This is an optimization exercise on Yosys and OpenROAD, whose aim is small area, a short achievable clock period and few clock cycles, not a production implementation. Where RTL was checked, it was by simulation tests only, not by an equivalence proof against the original. Power is estimated from default activity; no workload was simulated.

Setup of run A:
// access_rights_table_unit
module access_rights_table_unit
#(
  parameter int unsigned ENTRIES      = art_pkg::ENTRIES_DEF,
  parameter int unsigned MAX_SUBJECTS = art_pkg::MAX_SUBJECTS_DEF,
  parameter int unsigned MAX_OBJECTS  = art_pkg::MAX_OBJECTS_DEF
) (
  input  logic             clk_i,
  input  logic             rst_ni,
  input  logic             cfg_we_i,
  input  logic             cfg_idx_i,
  input  logic [art_pkg::CFG_W-1:0] cfg_data_i,
  input  logic             s_axis_tvalid,
  output logic             s_axis_tready,
  input  logic [15:0]      s_axis_tdata,   
  output logic             m_axis_tvalid,
  input  logic             m_axis_tready,
  output logic [31:0]      m_axis_tdata,   
  output logic             m_axis_tlast
);
clock: 8.0 ns
lec_check: 0
cap_margin: 20
core_margin: 2
core_utilization: 40
place_density: 0.6
setup_slack_margin: 3.0
slew_margin: 20
run.sh (not shown) runs the stock make flow with config.mk's settings and CLKGATE_MAP_FILE= SYNTH_SCRIPT=/design/flow/synth_recipe.tcl, a recipe that flattens the netlist after the stock synthesis.
Run A has completed all stages; timing, DRC and antenna checks passed.
For run B, these inputs were changed with respect to run A:
- CORE_UTILIZATION: 40 -> 60
- PLACE_DENSITY: 0.6 -> 0.75
## What came out
- No run among run B and run A stopped early or left any final violation; all are clean.
- Any difference in power consumed by combinational cells between run B and run A is small enough to ignore.
- Overall power, run B and run A, lower one = run B.
- Relative to run A, portion of total power attributed to combinational logic has gone up in run B.
- Max number of inserted diodes across run B and run A: run A
- The critical path capture point comes out allow_q[8]$_DFF_PN0_ in one run and rts_q[38][0]$_DFFE_PN0P_ in the other, namely in run A and run B respectively.
- The lower clock insertion delay at the later pin of the skew report came out of run B.
- The lower quantity of gates resized following cts of run B and run A is in run A.
Modified inputs, run C compared to run B
- ABC_AREA now 1, previously not set
- PLACE_DENSITY now 0.6, was 0.75
- CORE_UTILIZATION now 40, was 60
Notes after the runs:
- Compared run C vs run B, and hold slack is up in run C.
- [diff] wire length of the first global-routing pass, run C relative to run B: regression
- Capture point of the critical path = rts_q[38][0]$_DFFE_PN0P_: run B; capture point of the critical path = rts_q[53][1]$_DFFE_PN0P_: run C
- Diff run B -> run C: setup slack on the worst flop-to-flop path rose by 140 ps; number of buffers added for setup after CTS fell by 9; data required time at the worst endpoint rose by 110 ps.
- Run B | stages: all done | timing, DRC, antenna: all pass
- Run C: no failed stages, no open violations at the end
- Cell class ranked first by area = multi-input gates: run C; cell class ranked first by area = registers: run B
--- input diff run C..run D ---
- a deleted ABC_AREA that had been 1
- an added TNS_END_PERCENT of 20
Results
Side by side, number of post-CTS setup repair buffers turned out higher in run D than in run C.
Comparing run D and run C, global routing met1 resource utilization is higher on run D.
Per the comparison of run D with run C, routed wire length now smaller, power consumption now smaller.
On setup slack, run C beats run D.
Taking run D over run C, the synthesized cell count ratio works out to 0.61.
Run C ended up with multi-input gates as its biggest area consumer among cell classes; run D ended up with registers.
Run D vs run C, instance count: run D lower
Looking at end point of the critical path, the rts_q[53][1]$_DFFE_PN0P_ result is from run C; the rts_q[38][1]$_DFFE_PN0P_ one comes from run D.
When run D is set beside run C, its filler cell count turns out to be 16% smaller.
Function was not checked in any run of this note: the RTL went through the layout flow alone.

---

Another version of the RTL of access_rights_table_unit (not shown whole).
Size: ~4,100 cells after synthesis, ~800 flip-flops, about 62 I/O pins, about 46,000 um2 of cells after synthesis.
clock: 8.0 ns
lec_check: 0
cap_margin: 20
core_margin: 2
core_utilization: 40
place_density: 0.6
setup_slack_margin: 4.0
slew_margin: 20
Testbench counts at the start, summed over its fixed seeds: cycles 7,894.
Edit:
--- a/flow/config.mk
+++ b/flow/config.mk
@@ -10,0 +11,2 @@
+export CTS_BUF_LIST = sky130_fd_sc_hd__clkbuf_4 sky130_fd_sc_hd__clkbuf_8
+export CTS_CLUSTER_SIZE = 20
@@ -12 +14 @@
-export SETUP_SLACK_MARGIN = 4.0
+export SETUP_SLACK_MARGIN = 3.5
=> Critical path depth climbs by 1; final cell count rose by 0.49%; die area stays the same; wire length increases by 0.82%; via count fell by about 1%; hold slack barely changes; sequential power barely changes.
Edit:
--- a/flow/config.mk
+++ b/flow/config.mk
@@ -11,2 +11,2 @@
-export CTS_BUF_LIST = sky130_fd_sc_hd__clkbuf_4 sky130_fd_sc_hd__clkbuf_8
-export CTS_CLUSTER_SIZE = 20
+export CTS_CLUSTER_DIAMETER = 60
+export CTS_CLUSTER_SIZE = 24
@@ -14 +14 @@
-export SETUP_SLACK_MARGIN = 3.5
+export SETUP_SLACK_MARGIN = 3.0
Outcome: Setup slack degrades by 0.27 ns; worst hold slack gets better by 0.0087 ns; design area falls by a little under a tenth; clock power hardly moves; total power fell by a little under a tenth; global-route usage is lower by 2.5 points; core utilization drops by 4.3 points; area after synthesis is unchanged; cell count shrinks by a few percent; routed wire length shrinks by a little under a tenth.
Edit:
--- a/flow/config.mk
+++ b/flow/config.mk
@@ -11,2 +10,0 @@
-export CTS_CLUSTER_DIAMETER = 60
-export CTS_CLUSTER_SIZE = 24
@@ -14 +12 @@
-export SETUP_SLACK_MARGIN = 3.0
+export SETUP_SLACK_MARGIN = 2.5
Effect:
- die area does not change
- routed wire length went down by 2.2%
- hold slack stays flat

---

Another version of the RTL of access_rights_table_unit (not shown whole).
For scale: ~4,100 cells after synthesis, ~760 flip-flops.
Settings: LEC_CHECK=0, CAP_MARGIN=20, CORE_MARGIN=2, CORE_UTILIZATION=40, PLACE_DENSITY=0.6, SETUP_SLACK_MARGIN=3.0, SLEW_MARGIN=20; clock period 8.0 ns.
Edit:
--- a/flow/config.mk
+++ b/flow/config.mk
@@ -9,4 +9,6 @@
 export CORE_MARGIN = 2
 export CORE_UTILIZATION = 40
+export CTS_CLUSTER_DIAMETER = 80
+export CTS_CLUSTER_SIZE = 30
 export PLACE_DENSITY = 0.6
 export SETUP_SLACK_MARGIN = 3.0
Utilization decreases by 1.1 points.
Area after synthesis stays the same.
Critical path depth decreases by 2.
Die area is unchanged.
Setup slack degrades by 7.3 ps.
Edit:
--- a/flow/config.mk
+++ b/flow/config.mk
@@ -6,9 +6,8 @@
 export NUM_CORES = 4
 export LEC_CHECK = 0
+export ABC_CLOCK_PERIOD_IN_PS = 5000
 export CAP_MARGIN = 20
 export CORE_MARGIN = 2
 export CORE_UTILIZATION = 40
-export CTS_CLUSTER_DIAMETER = 80
-export CTS_CLUSTER_SIZE = 30
 export PLACE_DENSITY = 0.6
 export SETUP_SLACK_MARGIN = 3.0
After rerunning:
- The changed run produced a clean layout
- wire length grows slightly
- worst setup slack gains 7.3 ps
- register-to-register slack is about the same
- final area grows by a few percent
- total power grows by a few percent
- fmax barely changes
Edit:
--- a/flow/config.mk
+++ b/flow/config.mk
@@ -6,9 +6,8 @@
 export NUM_CORES = 4
 export LEC_CHECK = 0
-export ABC_CLOCK_PERIOD_IN_PS = 5000
 export CAP_MARGIN = 20
 export CORE_MARGIN = 2
 export CORE_UTILIZATION = 40
 export PLACE_DENSITY = 0.6
-export SETUP_SLACK_MARGIN = 3.0
+export SETUP_SLACK_MARGIN = 3.3
 export SLEW_MARGIN = 20
Effect: Total power rises by 4.9%; final area rises by 2.8%; clock skew climbs by 4.3 ps; wire length came out higher by 3.0%; worst hold slack hardly moves; setup slack improves by 260 ps; utilization rises by 1.3 points; combinational power is higher by about 8%.
Function was not checked in any run of this note: the RTL went through the layout flow alone.

---

access_rights_table_unit, a different RTL version from the one above (not shown whole).
Size in the first run: roughly 3900 cells after synthesis, about 760 flip-flops, about 62 I/O pins, about 43000 sq um of cells after synthesis.
==> flow/config.mk <==
export PLATFORM = sky130hd
export DESIGN_NAME = access_rights_table_unit
export DESIGN_NICKNAME = access_rights_table_unit
export VERILOG_FILES = /design/flow/design.v
export SDC_FILE = /design/flow/constraint.sdc
export NUM_CORES = 4
export LEC_CHECK = 0
export CAP_MARGIN = 20
export CORE_MARGIN = 2
export CORE_UTILIZATION = 40
export CTS_CLUSTER_DIAMETER = 80
export CTS_CLUSTER_SIZE = 30
export PLACE_DENSITY = 0.6
export SETUP_SLACK_MARGIN = 3.0
export SLEW_MARGIN = 20
==> flow/constraint.sdc <==
create_clock -name core_clock -period 8.0 [get_ports {clk_i}]
set_input_delay 1.6000 -clock core_clock [delete_from_list [all_inputs] [get_ports {clk_i}]]
set_output_delay 1.6000 -clock core_clock [all_outputs]
set_load 0.01 [all_outputs]
The baseline finished clean.
Testbench counts at the start, summed over its fixed seeds: cycles 7,924.
==> next run, changes <==
Settings changed: CORE_UTILIZATION 40 to 55, PLACE_DENSITY 0.6 to 0.7, SETUP_SLACK_MARGIN 3.0 to 3.3.
Synthesized area stays the same.
Clock skew rose by 33 ps.
Total power rose by 4.0%.
Clock-buffer cell count is unchanged.
Synthesized cell count is unchanged.
Final cell count fell by 4.9%.
==> next run, changes <==
Settings changed: CORE_UTILIZATION 55 to 40, PLACE_DENSITY 0.7 to 0.6, SETUP_SLACK_MARGIN 3.3 to 3.6.
=> The new run produced a clean layout; setup slack improved by 140 ps; area after synthesis is unchanged; maximum frequency climbs by a few percent; design area came out higher by a few percent; core utilization falls by 15 points; routed wire length rose by a few percent; global-route usage falls by 9.1 points; worst hold slack gets worse by 8.3 ps.
==> next run, changes <==
Settings changed: SETUP_SLACK_MARGIN 3.6 to 3.3.
What happened: Final area came out lower by about 2.6%; die area stays the same; utilization came out lower by 1.3 points; routed wire length came out lower by about 1%; maximum frequency stays flat; non-clock buffer count came out lower by 50; area after synthesis stays the same; setup slack degrades by 3.6 ps.

---

Setup of exp/raven:
access_rights_table_unit, a different RTL version from the one above (not shown whole).
Size: roughly 760 flip-flops, ~62 I/O pins, ~44000 sq um of cells after synthesis.
// access_rights_table_unit
module access_rights_table_unit
#(
  parameter int unsigned ENTRIES      = art_pkg::ENTRIES_DEF,
  parameter int unsigned MAX_SUBJECTS = art_pkg::MAX_SUBJECTS_DEF,
  parameter int unsigned MAX_OBJECTS  = art_pkg::MAX_OBJECTS_DEF
) (
  input  logic             clk_i,
  input  logic             rst_ni,
  input  logic             cfg_we_i,
  input  logic             cfg_idx_i,
  input  logic [art_pkg::CFG_W-1:0] cfg_data_i,
  input  logic             s_axis_tvalid,
  output logic             s_axis_tready,
  input  logic [15:0]      s_axis_tdata,   
  output logic             m_axis_tvalid,
  input  logic             m_axis_tready,
  output logic [31:0]      m_axis_tdata,   
  output logic             m_axis_tlast
);
  localparam int N = 64;
  logic        hv_q, sv_q;           
  logic [12:0] sc_q;                 
  logic [12:3] hc_q;                 
  logic        push, pop, load;
  assign s_axis_tready = !sv_q;
  assign push = s_axis_tvalid && !sv_q;
  assign load = pop || (push && !hv_q);
  logic [3:0] cs, co;
  logic [1:0] cm;
  assign cs   = hc_q[6:3];
  assign co   = hc_q[10:7];
  assign cm   = hc_q[12:11];
  logic m_add, m_rem, m_new, m_del, m_occ, m_list;
  logic [12:0] nh;
  logic [3:0]  hi_d;
  always_comb begin
    nh = sv_q ? sc_q : s_axis_tdata[12:0];
    if (nh[2:0] == art_pkg::MODE_OCC) nh[6:3] = hi_d;
  end
  logic [3:0] subj_q [0:N-1];
  ...
Settings: LEC_CHECK=0, CAP_MARGIN=5, CORE_MARGIN=2, CORE_UTILIZATION=40, CTS_CLUSTER_DIAMETER=80, CTS_CLUSTER_SIZE=30, PLACE_DENSITY=0.6, SETUP_SLACK_MARGIN=3.3, SLEW_MARGIN=5; clock period 8.0 ns.
The flow did not stop early for exp/raven: all stages ran, and the layout cleared the timing, design-rule and antenna checks.
Changes in exp/onyx relative to exp/raven:
- a deleted CTS_CLUSTER_DIAMETER that had been 80
- a change of SLEW_MARGIN from 5 to 20
- a change of SETUP_SLACK_MARGIN from 3.3 to 3.6
- a change of CAP_MARGIN from 5 to 20
- a deleted CTS_CLUSTER_SIZE that had been 30
Results
Final-layout clock-cell area share ended up 2.1 points higher on exp/onyx than on exp/raven.
Total length of routed met3 wires sits higher in exp/onyx than in exp/raven.
[exp/onyx] area of combinational cells with multiple inputs rose about 6% relative to exp/raven
exp/raven and exp/onyx ended up with nearly the same average wire length per cell after detail routing.
Re number of I/O pins: no difference whatsoever between exp/raven and exp/onyx.
Looking at share of total power in the clock network, exp/onyx sits 3.4 points higher than exp/raven does.
exp/raven → exp/onyx: worst-case setup margin in the final layout +0.095 ns, hold slack was more or less identical, placer's final routability congestion estimate grew by 0.0053, total power higher.
What exp/maple does differently from exp/onyx at the input level:
- a change of SETUP_SLACK_MARGIN from 3.6 to 3.3
Filler cell count in the final layout, exp/maple vs exp/onyx: up by a few percent
ptr_q[2] as the launching instance or port of the critical path was reported by exp/onyx, and m_list by exp/maple.
Sequential share of layout area came out higher on exp/maple than on exp/onyx.
Combinational cell fraction of total power: exp/maple < exp/onyx
exp/onyx → exp/maple: routed wire length shrank by about 3%; power shows a reduction of 2.7 mW; count of instances resized after the clock tree is built lost 182.
On via count: exp/maple sits below exp/onyx.
Changes in exp/garnet relative to exp/maple:
- CTS_CLUSTER_DIAMETER newly set to 80
- PLACE_DENSITY changed from 0.6 to 0.7
- CTS_CLUSTER_SIZE newly set to 30
- CORE_UTILIZATION changed from 40 to 55
[summary]
exp/garnet went all the way through synthesis, placement and routing and the layout is clean on timing, DRC and antenna. exp/garnet ended up with a lower relative contribution of the clock network to total power than exp/maple did. On via count, exp/maple and exp/garnet are neck and neck. Per the comparison of exp/garnet with exp/maple, total clock network power fell about 30%; worst setup slack now sits higher; overall power lost about 9%. Summary: wire length of the first global-routing pass, exp/garnet better than exp/maple. Delay of the slowest cell on the worst path, exp/maple and exp/garnet, higher one = exp/garnet. Compared with exp/maple, in exp/garnet final cell count decreased 442; design area decreased 3.5%.
No run of this note included a check of the RTL's function; only the layout flow was run.

-- re-timing with driven ports --
In the flow no input, the clock included, has a driving cell. The finished layouts below were timed again as built, in two steps. Step 1, drivers: a clkbuf_16 drives clk_i and a buf_2 each remaining input, both assumed. Step 2 moves the port delays by t, midway between the first and last clock arrival at a register: inputs arrive t later, outputs are due t later. That takes back most of the time a late clock gives input paths. a / b / c = ideal / step 1 / step 2; a / b = the first two.
| run | t (ns) | setup WS [ns] | worst data-port slew with drivers (ns) | cell pins on the clock port's net |
|---|---|---|---|---|
| run A | 0.755 | 2.961 / 2.961 / 2.961 | 0.05 | 1 |
| run B | 0.741 | 2.952 / 2.952 / 2.952 | 0.05 | 1 |
| run C | 0.792 | 3.094 / 3.094 / 2.888 | 0.07 | 1 |
| run D | 0.755 | 2.869 / 2.869 / 2.869 | 0.05 | 1 |
| the first run of note 2 | 0.782 | 3.286 / 3.286 / 3.263 | 0.07 | 1 |
| the second run of note 2 | 0.925 | 3.236 / 3.236 / 3.201 | 0.07 | 1 |
| the third run of note 2 | 0.752 | 2.961 / 2.961 / 2.961 | 0.08 | 1 |
| the fourth run of note 2 | 0.758 | 2.453 / 2.453 / 2.453 | 0.08 | 1 |
| the first run of note 3 | 0.757 | 2.982 / 2.982 / 2.429 | 0.06 | 1 |
| the second run of note 3 | 0.724 | 2.974 / 2.974 / 2.471 | 0.06 | 1 |
| the third run of note 3 | 0.757 | 2.982 / 2.982 / 2.429 | 0.06 | 1 |
| the fourth run of note 3 | 0.760 | 3.237 / 3.237 / 2.670 | 0.06 | 1 |
| the first run of note 4 | 0.712 | 2.886 / 2.886 / 2.484 | 0.06 | 1 |
| the second run of note 4 | 0.703 | 3.104 / 3.104 / 2.795 | 0.05 | 1 |
| the third run of note 4 | 0.739 | 3.243 / 3.243 / 2.956 | 0.05 | 1 |
| the fourth run of note 4 | 0.736 | 3.239 / 3.239 / 2.819 | 0.05 | 1 |
| exp/raven | 0.751 | 3.097 / 3.097 / 2.728 | 0.05 | 1 |
| exp/onyx | 0.763 | 3.192 / 3.192 / 2.908 | 0.05 | 1 |
| exp/maple | 0.760 | 3.110 / 3.110 / 2.780 | 0.05 | 1 |
| exp/garnet | 0.710 | 3.128 / 3.128 / 2.879 | 0.05 | 1 |
After both steps every run listed still meets setup and hold. For the fourth run of note 3, which loses most, drivers alone change the setup slack by 0.000 ns; drivers and shift together by -0.567 ns.
